This design comes from an exercise in tuning for small area, a short achievable clock period and few clock cycles on the open sky130 flow, not from production work.
At most, simulation tests tie the RTL to the original design; equivalence was not proved.
Power and IR drop assume default switching activity.

run D:
// alu_core
module alu_core (
    input  logic               clk_i,
    input  logic               rst_n_i,
    input  apb_pkg::apb_addr_t paddr_i,
    input  logic               psel_i,
    input  logic               penable_i,
    input  logic               pwrite_i,
    input  alu_pkg::word_t     pwdata_i,
    output alu_pkg::word_t     prdata_o,
    output logic               pready_o,
    output logic               pslverr_o
);
    localparam int K     = 4;           
    localparam int NSTEP = 32 / K;
    localparam int W     = K + 33;      
    logic [31:0] opa_q, opb_q, result_q, hi_q, lo_q;
    logic [4:0]  cmd_q;
    logic        ovf_q, ill_q;
    logic        res_v, hi_v, lo_v;
    logic        xfer_q;       
    logic        pready_q;
    logic        err_q;
    logic        wopa_q, wopb_q, wcmd_q;   
    logic        wcls_q;       
    logic [31:0] prdata_q;
    logic        c_sub, c_shl, c_sra, c_clo, c_mul, c_ml, c_ms;
    logic [4:0]  cmd_s;        
    wire         c_lx     = (cmd_s == 5'd0) || (cmd_s == 5'd3);    
    wire         c_lg     = (cmd_s == 5'd0) || (cmd_s == 5'd1);    
    wire         c_ln     = (cmd_s == 5'd2);                       
    wire         c_add    = (cmd_s >= 5'd7) && (cmd_s <= 5'd10);
    wire         c_slt    = (cmd_s == 5'd11) || (cmd_s == 5'd12);
    wire         c_sltu   = (cmd_s == 5'd12);
    wire         c_sh     = (cmd_s >= 5'd4) && (cmd_s <= 5'd6);
    wire         c_lc     = (cmd_s == 5'd13) || (cmd_s == 5'd14);
    wire         c_mfhi   = (cmd_s == 5'd18);
    wire         c_mflo   = (cmd_s == 5'd19);
    wire         c_mthi   = (cmd_s == 5'd20);
    wire         c_mtlo   = (cmd_s == 5'd21);
    wire         c_ovfchk = (cmd_s == 5'd7) || (cmd_s == 5'd9);
    wire         c_ill    = (cmd_s >= 5'd22);
  ...
Settings: LEC_CHECK=0, CAP_MARGIN=20, CORE_MARGIN=2, CORE_UTILIZATION=60, CTS_BUF_LIST=sky130_fd_sc_hd__clkbuf_8, PLACE_DENSITY=0.72, SLEW_MARGIN=20; clock period 20.0 ns.
standard.sh (not shown) runs the stock make flow with config.mk's settings and CLKGATE_MAP_FILE= SYNTH_SCRIPT=/design/flow/synth_recipe.tcl, a recipe that flattens the netlist after the stock synthesis.
==> flow/flow/run.sh <==
#!/bin/bash
# The standard layout (standard.sh), with timing repair aimed at a
# shorter achieved period, port buffers of a plain buffer cell, and the
# resizer free to pick any equivalent cell.
set -euo pipefail
bash standard.sh \
    SETUP_SLACK_MARGIN=14.8 \
    MATCH_CELL_FOOTPRINT=0 \
    "BUFFER_PORTS_ARGS=-buffer_cell sky130_fd_sc_hd__buf_4" \
    finish > standard_flow.log 2>&1
Run D ended with every stage complete and zero timing, DRC or antenna violations.
diff inputs: run D => run A
Settings: ABC_AREA now 1, previously not set.
[summary]
Run A against run D; internal power is down by a little under 10%. In run A the detailed route wirelength on metal3 turned out 2.1 mm higher than in run D. Note that the leakage power figure recorded for run D amounts to 0.943 times the value seen in run A. Compared with run D, in run A minimum setup slack after placement fell 0.54 ns, final area fell 2.2%. [compare] base=run D new=run A: register-to-register slack up 0.31 ns, number of well taps now sits lower, post-detailed-routing wire length went up 6.8%, overall die height moved down. The portion of the post-synthesis area used by sequential elements in run A was higher than what run D gave. Run A: done, clean on timing, DRC and antenna.
No run of this note included a check of the RTL's function; only the layout flow was run.

========
## v23
alu_core, a different RTL version from the one above (not shown whole).
Size: about 79 I/O pins, ~19000 µm² of cells after synthesis.
clock: 20.0 ns
lec_check: 0
abc_area: 1
cap_margin: 20
core_margin: 2
core_utilization: 68
cts_buf_list: sky130_fd_sc_hd__clkbuf_8
cts_cluster_diameter: 80
cts_cluster_size: 12
place_density: 0.78
slew_margin: 20
==> flow/flow/run.sh <==
#!/bin/bash
# The standard layout (standard.sh), with timing repair aimed at a
# shorter achieved period, port buffers of a plain buffer cell, and the
# resizer free to pick any equivalent cell.
set -euo pipefail
bash standard.sh \
    SETUP_SLACK_MARGIN=14.8 \
    MATCH_CELL_FOOTPRINT=0 \
    "BUFFER_PORTS_ARGS=-buffer_cell sky130_fd_sc_hd__buf_2" \
    finish > standard_flow.log 2>&1
Testbench counts of v23, summed over its fixed seeds: cycles 156,718.
> inputs changed (v23 -> v30)
Settings: CTS_CLUSTER_SIZE no longer set, was 12; CORE_UTILIZATION now 60, was 68; CTS_CLUSTER_DIAMETER no longer set, was 80; PLACE_DENSITY now 0.72, was 0.78.
-- flow/flow/run.sh --
<<< v23, line 7
    SETUP_SLACK_MARGIN=14.8 \
>>> v30, line 7
    SETUP_SLACK_MARGIN=15.1 \
==> run notes <==
Cmp v30 vs v23: global routing usage on met1 lower in v30. Against v23, wire length on met3 in v30 rose by a few percent. v30 vs v23: wire length per cell up slightly. Final cell count without fillers | v30 above v23. Measured against each other, v23 and v30 differ in register-to-register slack, the lower figure coming from v23. Critical path required time sits lower in v30 than in v23. Buffering stage count on the worst path with inverters included: v30 < v23.
[inputs] v45 vs v30
Settings: an added CTS_CLUSTER_SIZE of 12; an added CTS_CLUSTER_DIAMETER of 80.
-- flow/flow/run.sh --
<<< v30, line 7
    SETUP_SLACK_MARGIN=15.1 \
>>> v45, line 7
    SETUP_SLACK_MARGIN=14.8 \
==> run notes <==
In the reports for v45 and v30, the larger routing usage on met3 belongs to v30.
The first-pass GRT wire length reported for v45 is smaller than that of v30 by 3.4%.
Diff v30 -> v45: portion of total power attributed to the clock network now sits lower, overall track demand over capacity in global routing now sits lower, routed length on met3 now sits lower.
Looking at synthesis-to-layout area growth, v45 sits 6.9 points lower than v30 does.
prdata_o[27] as the end of the critical path was reported by v30, and prdata_q[21] by v45.
Measured against each other, v45 and v30 differ in total length of routed wires, the lower figure coming from v45.
Start-to-end type of the worst setup path: input port to flop -> v45, flop to output pin -> v30

========
## run 1
alu_core again, from the RTL that the note above started with.
Settings: LEC_CHECK=0, ABC_AREA=1, CAP_MARGIN=20, CORE_MARGIN=2, CORE_UTILIZATION=60, CTS_BUF_LIST=sky130_fd_sc_hd__clkbuf_8, CTS_CLUSTER_DIAMETER=80, CTS_CLUSTER_SIZE=12, PLACE_DENSITY=0.72, SLEW_MARGIN=20; clock period 20.0 ns.
==> flow/flow/run.sh <==
#!/bin/bash
# The standard layout (standard.sh), with timing repair aimed at a
# shorter achieved period, port buffers of a plain buffer cell, and the
# resizer free to pick any equivalent cell.
set -euo pipefail
bash standard.sh \
    SETUP_SLACK_MARGIN=14.6 \
    MATCH_CELL_FOOTPRINT=0 \
    "BUFFER_PORTS_ARGS=-buffer_cell sky130_fd_sc_hd__buf_2" \
    finish > standard_flow.log 2>&1
In summary, run 1 completed successfully, with a layout that passed the timing, design-rule and antenna checks.
Testbench counts of run 1, summed over its fixed seeds: cycles 156,718.
diff inputs: run 1 => run 2
diff --git a/flow/flow/run.sh b/flow/flow/run.sh
--- a/flow/flow/run.sh
+++ b/flow/flow/run.sh
@@ -6,3 +6,3 @@
 bash standard.sh \
-    SETUP_SLACK_MARGIN=14.6 \
+    SETUP_SLACK_MARGIN=15.1 \
     MATCH_CELL_FOOTPRINT=0 \
Notes after the runs:
Each of the runs, namely run 2 and run 1, reached the end of the flow and came out clean. Run 2 ended up with a higher non-clock buffer count than run 1 did. Met3 track demand over resource in global routing: run 2 > run 1. In the final reports, the cell area of run 2 is larger than that of run 1. Data required time of the worst path for run 2: 4.41 ns down relative to run 1. Run 2 improves on run 1 in setup slack. Per the comparison of run 2 with run 1, wire length picked up an extra 3.0%, layout multi-input combinational cell count closely matched the old numbers. Between run 1 and run 2, the cell count went up.
## Diff of input files: run 3 against run 2
diff --git a/flow/flow/run.sh b/flow/flow/run.sh
--- a/flow/flow/run.sh
+++ b/flow/flow/run.sh
@@ -6,5 +6,5 @@
 bash standard.sh \
-    SETUP_SLACK_MARGIN=15.1 \
+    SETUP_SLACK_MARGIN=14.8 \
     MATCH_CELL_FOOTPRINT=0 \
-    "BUFFER_PORTS_ARGS=-buffer_cell sky130_fd_sc_hd__buf_2" \
+    "BUFFER_PORTS_ARGS=-buffer_cell sky130_fd_sc_hd__buf_4" \
     finish > standard_flow.log 2>&1
diff --git a/flow/config.mk b/flow/config.mk
--- a/flow/config.mk
+++ b/flow/config.mk
@@ -12,4 +12,2 @@
 export CTS_BUF_LIST = sky130_fd_sc_hd__clkbuf_8
-export CTS_CLUSTER_DIAMETER = 80
-export CTS_CLUSTER_SIZE = 12
 export PLACE_DENSITY = 0.72
Findings:
Between run 3 and run 2, total met2 wirelength after detailed routing is lower for run 2, run 3 comes in above that.
Run 2 -> run 3: wire length flat
Row per-cell routed wire length: run 3 higher / run 2 lower
In the tables for run 3 and run 2, setup fix buffers added after clock tree synthesis reads higher with run 2.
Clock tree buffer count of the final layout sits higher in run 3 than in run 2.
Higher aggregate global-route resource usage goes to run 3 over run 2.

========
Another version of the RTL of alu_core (not shown whole).
Size in the first run: about 2600 cells after synthesis, roughly 79 I/O pins, about 22000 sq um of cells after synthesis.
// alu_core
module alu_core (
    input  logic               clk_i,
    input  logic               rst_n_i,
    input  apb_pkg::apb_addr_t paddr_i,
    input  logic               psel_i,
    input  logic               penable_i,
    input  logic               pwrite_i,
    input  alu_pkg::word_t     pwdata_i,
    output alu_pkg::word_t     prdata_o,
    output logic               pready_o,
    output logic               pslverr_o
);
clock: 20.0 ns
lec_check: 0
cap_margin: 20
core_margin: 2
core_utilization: 40
place_density: 0.6
slew_margin: 20
==> flow/flow/run.sh <==
#!/bin/bash
# The standard layout (standard.sh), with timing repair aimed at a
# shorter achieved period, port buffers of a plain buffer cell, and the
# resizer free to pick any equivalent cell.
set -euo pipefail
bash standard.sh \
    SETUP_SLACK_MARGIN=14.6 \
    MATCH_CELL_FOOTPRINT=0 \
    "BUFFER_PORTS_ARGS=-buffer_cell sky130_fd_sc_hd__buf_4" \
    finish > standard_flow.log 2>&1
Change:
--- a/flow/flow/run.sh
+++ b/flow/flow/run.sh
@@ -5,5 +5,5 @@
 set -euo pipefail
 bash standard.sh \
-    SETUP_SLACK_MARGIN=14.6 \
+    SETUP_SLACK_MARGIN=15 \
     MATCH_CELL_FOOTPRINT=0 \
     "BUFFER_PORTS_ARGS=-buffer_cell sky130_fd_sc_hd__buf_4" \
The new run completed without violations. Core utilization came out higher by 2.5 points. Non-clock buffer count came out higher by 54. Total power came out higher by 3.5%. Wire length came out higher by 5.1%. Combinational power came out higher by 13%. Final area came out higher by 5.4%.
No run of this note included a check of the RTL's function; only the layout flow was run.

-- re-timing with driven ports --
The flow's constraints put no driver on any port. The routed layouts listed below were extracted and timed again, unchanged, in two steps.
Step 1 assumes that a clkbuf_16 drives the clock port and a buf_2 every other input.
Step 2 adds t to the input delays and takes it off the output delays; t is the mean of the earliest and latest rising clock arrival at the registers after step 1. Input paths then give back, and output paths get back, about the clock's delay inside the block.
Three values: ideal ports, drivers, drivers and shift; two values: the first two.
run	shift t [ns]	setup WS [ns]	worst hold slack (ns)
run D	0.639	13.855 / 13.855 / 13.855	0.490 / 0.490 / 0.490
run A	0.621	14.165 / 14.165 / 14.165	0.487 / 0.487 / 0.487
v23	0.672	14.715 / 14.702 / 14.177	0.465 / 0.465 / 0.465
v30	0.659	14.897 / 14.845 / 14.426	0.477 / 0.477 / 0.477
v45	0.651	14.788 / 14.763 / 14.116	0.479 / 0.479 / 0.479
run 1	0.679	14.520 / 14.520 / 14.037	0.486 / 0.486 / 0.486
run 2	0.679	14.851 / 14.800 / 14.458	0.490 / 0.490 / 0.490
run 3	0.694	14.744 / 14.694 / 14.083	0.481 / 0.481 / 0.481
the first run of note 4	0.638	14.626 / 14.603 / 14.055	0.422 / 0.422 / 0.422
the second run of note 4	0.641	14.732 / 14.696 / 14.407	0.419 / 0.419 / 0.419
After both steps every run listed still meets setup and hold. For v45, which loses most, drivers alone change the setup slack by -0.025 ns; drivers and shift together by -0.672 ns.
